From an optimization exercise on the open Yosys and OpenROAD flow, aimed at small area; shortcuts taken in it are not production practice.
Function was checked by simulation only, so behaviour that the tests miss may differ from the original.
Power figures rest on the tool's default switching activity, not on a simulated workload.

==> flow/design.v <==
`timescale 1ns/1ps
module cpu_top (
	input  logic clk,
	input  logic reset,
	output logic [31:0] mem_addr,
	output logic [7:0] mem_wdata,
	output logic mem_read,
	output logic mem_write,
	input  logic [7:0] mem_rdata,
	input  logic mem_ready,
	output logic [31:0] debug
);
	localparam logic [3:0] S_INIT = 4'd0;   
	localparam logic [3:0] S_FETCH = 4'd1;  
	localparam logic [3:0] S_WX = 4'd2;     
	localparam logic [3:0] S_EXEC = 4'd3;   
	localparam logic [3:0] S_ADDR = 4'd4;   
	localparam logic [3:0] S_MEM = 4'd5;    
	localparam logic [3:0] S_WW = 4'd6;     
	localparam logic [3:0] S_WB = 4'd7;     
	localparam logic [3:0] S_PRE = 4'd8;    
	logic [3:0] state;
	logic [4:0] ph;
	logic [4:0] cnt;   
	logic rdy_q;
	localparam int IW = 8;
	logic [23:0] ir;
	logic fix;
	logic fixing;
	logic [31:0] mar;
	logic [31:8] th;
	logic [7:0] tl;   
	logic [31:0] p;
	logic [31:0] d;
	logic [4:0] flags;
	logic cy;
	logic zacc;
	wire [31:0] iw = {mem_rdata, ir};
	wire [6:0] op = iw[6:0];
	wire [4:0] oc = iw[11:7];
	wire [4:0] oa = iw[16:12];
	wire [14:0] ob = iw[31:17];
	wire op_mov = op == 7'h00;
	wire op_ldl = op == 7'h01;
	wire op_ldh = op == 7'h02;
	wire op_add = op == 7'h10;
	wire op_sub = op == 7'h11;
	wire op_or = op == 7'h12;
	wire op_and = op == 7'h13;
	wire op_addi = op == 7'h18;
	wire op_ori = op == 7'h1A;
	wire op_andi = op == 7'h1B;
	wire op_rsbi = op == 7'h1C;
	wire op_stb = op == 7'h20;
	wire op_sth = op == 7'h21;
	wire op_stw = op == 7'h22;
	wire op_ldbu = op == 7'h23;
	wire op_ldbs = op == 7'h24;
	wire op_ldhu = op == 7'h25;
	wire op_ldhs = op == 7'h26;
	wire op_ldw = op == 7'h27;
	wire op_cmp = op == 7'h30;
	wire op_cmpi = op == 7'h31;
	wire op_br = op == 7'h32;
	wire is_store = op_stb | op_sth | op_stw;
	wire is_load = op_ldbu | op_ldbs | op_ldhu | op_ldhs | op_ldw;
	wire is_mem = is_store | is_load;
	wire is_alu_wr = op_mov | op_ldl | op_ldh | op_add | op_sub | op_or | op_and |
		op_addi | op_ori | op_andi | op_rsbi;
	wire is_cmp = op_cmp | op_cmpi;
	wire taken = op_br && (flags & oa) != 5'd0;
	wire needs_exec = is_alu_wr | is_cmp | taken;
	wire [1:0] lastbeat = (op_stb | op_ldbu | op_ldbs) ? 2'd0 :
		(op_sth | op_ldhu | op_ldhs) ? 2'd1 : 2'd3;
	wire [31:0] rbits;
	assign rbits[0] = d[ph];
	wire wr_en;
	wire [4:0] wr_idx;
	wire wbit;
	wire [31:1] we_dec;
	cpu_wdec u_wdec (.en(wr_en), .idx(wr_idx), .we(we_dec));
	genvar gi;
	generate
		for (gi = 1; gi < 32; gi++) begin : g_reg
			logic [31:0] r;
			always_ff @(posedge clk) begin
				r <= {we_dec[gi] ? wbit : r[0], r[31:1]};
			end
			assign rbits[gi] = r[0];
		end
	endgenerate
	wire [4:0] ridx = (state == S_PRE) ? (is_store ? oa : ob[4:0]) :
		(state == S_ADDR || op_ldh) ? oc : oa;
	wire a_bit = rbits[ridx];
	wire use_pre = op_add | op_sub | op_or | op_and | op_cmp | is_store;
	wire [15:0] i16 = {oa[0], ob};
	wire imm16 = i16[ph[3:0]];
	wire lo15 = ph < 5'd15;
	wire lo16 = ~ph[4];
	wire imm_s = lo15 ? imm16 : ob[14];
	wire imm_z = lo15 & imm16;
	wire use_reg_b = op_add | op_sub | op_or | op_and | op_cmp;
	wire use_z = op_ori | op_andi;
	wire yraw = use_reg_b ? tl[0] : (use_z ? imm_z : imm_s);
	wire xraw = op_br ? mar[0] : a_bit;
	wire inv_x = op_rsbi & ~fixing;
	wire inv_y = (op_sub | op_cmp | op_cmpi) & ~fixing;
	wire x = (fixing ? mar[0] : xraw) ^ inv_x;
	wire y = (fixing ? (ph == 5'(IW)) : yraw) ^ inv_y;
	wire ci = (ph == 5'd0) ? (inv_x | inv_y) : cy;
	wire sum = x ^ y ^ ci;
	wire co = (x & y) | (ci & (x ^ y));
	logic res;
	always_comb begin
		if (op_mov) res = a_bit;
		else if (op_ldl) res = lo16 & imm16;
		else if (op_ldh) res = lo16 ? a_bit : imm16;
		else if (op_or | op_ori) res = a_bit | yraw;
		else if (op_and | op_andi) res = a_bit & yraw;
		else res = sum;
	end
	wire zin = (ph == 5'd0) | zacc;
	wire f_eq = zin & ~sum;
	wire f_ltu = ~co;
	wire f_gtu = co & ~f_eq;
	wire f_lts = sum ^ ci ^ co;
	wire f_gts = ~f_lts & ~f_eq;
	wire in_range = (lastbeat == 2'd3) | (lastbeat == 2'd1 & ~ph[4]) | (lastbeat == 2'd0 & ph[4:3] == 2'd0);
	wire tpos = (lastbeat == 2'd0) ? th[24] : (lastbeat == 2'd1) ? th[16] : tl[0];
	wire ld_bit = in_range ? tpos : ((op_ldbs | op_ldhs) & cy);
	assign wbit = (state == S_WB) ? ld_bit : res;
	assign wr_en = (state == S_EXEC && is_alu_wr) || (state == S_WB && is_load);
	assign wr_idx = is_load ? oa : oc;
	wire mem_slot = state == S_MEM && cnt[2:0] == 3'd0;
	wire strobe = rdy_q && !fix && (state == S_FETCH || mem_slot);
	wire mem_shift = state == S_MEM && (cnt[2:0] != 3'd0 || strobe);
	wire rot = state == S_INIT || state == S_EXEC || state == S_ADDR || state == S_WB || state == S_PRE;
	wire tin = (state == S_MEM) ? mem_rdata[cnt[2:0]] : (state == S_PRE) ? a_bit : wbit;
	wire mar_shift = state == S_INIT || state == S_ADDR || state == S_WB || (state == S_EXEC && op_br) ||
		fixing;
	wire go = ph == 5'd31 && (!fix || fixing);
	wire mar_in = (state == S_INIT) ? (ph == 5'd21) : (state == S_WB) ? p[0] : sum;
	assign mem_read = strobe && (state == S_FETCH || is_load);
	assign mem_write = strobe && state == S_MEM && is_store;
	assign mem_addr = mar;
	assign mem_wdata = tl;
	assign debug = d;
	always_ff @(posedge clk or posedge reset) begin
		if (reset) begin
			state <= S_INIT;
			ph <= 5'd0;
		end else begin
			ph <= ph + 5'd1;
			case (state)
				S_INIT: if (ph == 5'd31) state <= S_FETCH;
				S_FETCH: if (strobe && cnt[4:3] == 2'd3) state <= S_WX;
				S_WX: begin
					if (use_pre) begin
						if (go) state <= S_PRE;
					end else if (is_load) begin
						if (go) state <= S_ADDR;
					end else if (!needs_exec) begin
						if (!fix) state <= S_FETCH;
					end else if (go) begin
						state <= S_EXEC;
					end
				end
				S_EXEC: if (ph == 5'd31) state <= S_FETCH;
				S_ADDR: if (ph == 5'd31) state <= S_MEM;
				S_MEM: if (cnt[2:0] == 3'd7 && cnt[4:3] == lastbeat) state <= S_WW;
				S_WW: if (ph == 5'd31) state <= S_WB;
				S_PRE: if (ph == 5'd31) state <= is_store ? S_ADDR : S_EXEC;
				S_WB: if (ph == 5'd31) state <= S_FETCH;
				default: state <= S_INIT;
			endcase
		end
	end
	always_ff @(posedge clk) begin
		rdy_q <= mem_ready;
		cy <= (state == S_WB) ? ld_bit : co;
		zacc <= f_eq;
		p <= {(state == S_ADDR) ? mar[0] : p[0], p[31:1]};
		if (rot) cnt <= 5'd0;
		else if (state == S_FETCH && strobe) cnt <= cnt + 5'd8;
		else if (mem_shift) cnt <= cnt + 5'd1;
		if (state == S_FETCH && strobe && cnt[4:3] != 2'd3) ir <= {mem_rdata, ir[23:8]};
		if (mar_shift) mar <= {mar_in, mar[31:1]};
		else if (strobe) mar[IW-1:0] <= mar[IW-1:0] + IW'(1);
		if (state == S_INIT || state == S_WB) begin
			fix <= 1'b0;
			fixing <= 1'b0;
		end else if (fixing) begin
			if (ph == 5'd31) begin
				fix <= 1'b0;
				fixing <= 1'b0;
			end
		end else if (fix) begin
			if (ph == 5'd31) fixing <= 1'b1;
		end else if (strobe && mar[IW-1:0] == '1) begin
			fix <= 1'b1;
		end
		if ((rot && state != S_ADDR) || mem_shift) {th, tl} <= {tin, th, tl[7:1]};
		if (wr_en && wr_idx == 5'd0 && ph == 5'd31) d <= {tin, th, tl[7:1]};
		if (state == S_INIT) flags <= 5'd0;
		else if (state == S_EXEC && is_cmp && ph == 5'd31) flags <= {f_eq, f_gtu, f_ltu, f_gts, f_lts};
	end
endmodule
module cpu_wdec (
	input  logic en,
	input  logic [4:0] idx,
	output logic [31:1] we
);
	always_comb begin
		for (int i = 1; i < 32; i++) we[i] = en && idx == 5'(i);
	end
endmodule
==> flow/config.mk <==
export PLATFORM = sky130hd
export DESIGN_NAME = cpu_top
export DESIGN_NICKNAME = cpu_top
export VERILOG_FILES = /design/flow/design.v
export SDC_FILE = /design/flow/constraint.sdc
export NUM_CORES = 4
export LEC_CHECK = 0
export CAP_MARGIN = 20
export CORE_MARGIN = 2
export CORE_UTILIZATION = 70
export PLACE_DENSITY = 0.9
export SLEW_MARGIN = 20
export SYNTH_HIERARCHICAL = 1
export SYNTH_MINIMUM_KEEP_SIZE = 0
==> flow/constraint.sdc <==
create_clock -name core_clock -period 9.0 [get_ports {clk}]
set_input_delay 1.8000 -clock core_clock [delete_from_list [all_inputs] [get_ports {clk}]]
set_output_delay 1.8000 -clock core_clock [all_outputs]
set_load 0.01 [all_outputs]
standard.sh (not shown) runs the stock make flow with config.mk's settings and CLKGATE_MAP_FILE= SYNTH_SCRIPT=/design/flow/synth_recipe.tcl, a recipe that flattens the netlist after the stock synthesis.
==> flow/flow/run.sh <==
#!/bin/bash
# The standard layout (standard.sh), with these changes to the ORFS defaults:
#  - synthesis maps logic with an area-oriented ABC script (flow/abc_area.script,
#    used through ABC_AREA=1 from a copy of the ORFS scripts folder); registers
#    and everything else in synthesis are unchanged;
#  - ports are buffered with buf_1 instead of clkdlybuf4s50_1;
#  - the clock tree uses clusters of up to 18 sinks on clkbuf_8, without dummy loads.
# Each step's output goes to a log file of its own here; ORFS's tool logs are in orfs/logs.
set -euo pipefail
HERE=$(pwd)
rm -rf "$HERE/orfs_scripts"
cp -r "$FLOW_HOME/scripts" "$HERE/orfs_scripts"
cp "$HERE/flow/abc_area.script" "$HERE/orfs_scripts/abc_area.script"
export BUFFER_PORTS_ARGS="-buffer_cell sky130_fd_sc_hd__buf_1"
export CTS_ARGS="-sink_clustering_enable -repair_clock_nets -sink_clustering_size 18 -sink_clustering_max_diameter 50 -buf_list sky130_fd_sc_hd__clkbuf_8 -dont_use_dummy_load"
SCRIPTS_DIR="$HERE/orfs_scripts" ABC_AREA=1 bash standard.sh synth > "$HERE/synth.log" 2>&1
bash standard.sh > "$HERE/layout.log" 2>&1
==> flow/flow/abc_area.script <==
&get -n
&st
&dch -f
&nf -R 1000 -p -F 16 -A 8 -C 32
&st
&syn2
&dch -f
&nf -R 1000 -p -F 16 -A 8 -C 32
&st
&synch2
&nf -R 1000 -p -F 16 -A 8 -C 32
&put
topo
dnsize
The first run finished clean.
==> next run, changes <==
--- a/flow/flow/run.sh
+++ b/flow/flow/run.sh
@@ -7 +7 @@
-#  - the clock tree uses clusters of up to 18 sinks on clkbuf_8, without dummy loads.
+#  - the clock tree uses clusters of up to 20 sinks on clkbuf_8, without dummy loads.
@@ -15 +15 @@
-export CTS_ARGS="-sink_clustering_enable -repair_clock_nets -sink_clustering_size 18 -sink_clustering_max_diameter 50 -buf_list sky130_fd_sc_hd__clkbuf_8 -dont_use_dummy_load"
+export CTS_ARGS="-sink_clustering_enable -repair_clock_nets -sink_clustering_size 20 -sink_clustering_max_diameter 60 -buf_list sky130_fd_sc_hd__clkbuf_8 -dont_use_dummy_load"
The new run went through all stages and came out clean. Non-clock buffer count does not change. Sequential power is about the same. Core utilization goes down by 0.32 points. Power goes down by 1.0%. Worst hold slack hardly moves. Setup slack improves by 59 ps.
==> next run, changes <==
--- a/flow/config.mk
+++ b/flow/config.mk
@@ -10,2 +10 @@
-export CORE_UTILIZATION = 70
-export PLACE_DENSITY = 0.9
+export CORE_UTILIZATION = 40
Outcome:
- setup slack gains 28 ps
- die area grows by 73%
- final area grows by 1.7%
- maximum frequency grows by 0.42%
- core utilization shrinks by 32 points
- critical path depth does not change
- total power stays flat
- cell count grows by 16%

## what the ideal ports hide
The flow's constraints put no driver on any port. The routed layouts listed below were extracted and timed again, unchanged, in two steps.
Step 1 assumes that a clkbuf_16 drives the clock port and a buf_2 every other input.
Step 2 moves the port delays by t, midway between the first and last clock arrival at a register: inputs arrive t later, outputs are due t later. That takes back most of the time a late clock gives input paths.
Three values: no drivers, after step 1, after step 2; two values: the first two.
run | shift t [ns] | slack for setup (ns) | latest minus earliest clock arrival (ns) | worst register clock-pin slew, ns
the first run | 0.661 | 2.389 / 2.389 / 2.389 | 0.098 / 0.097 | 0.11 / 0.11
the second run | 0.678 | 2.447 / 2.447 / 2.447 | 0.062 / 0.062 | 0.12 / 0.12
the third run | 0.679 | 2.475 / 2.475 / 2.475 | 0.116 / 0.116 | 0.12 / 0.12
After both steps setup and hold are still met in every run listed.
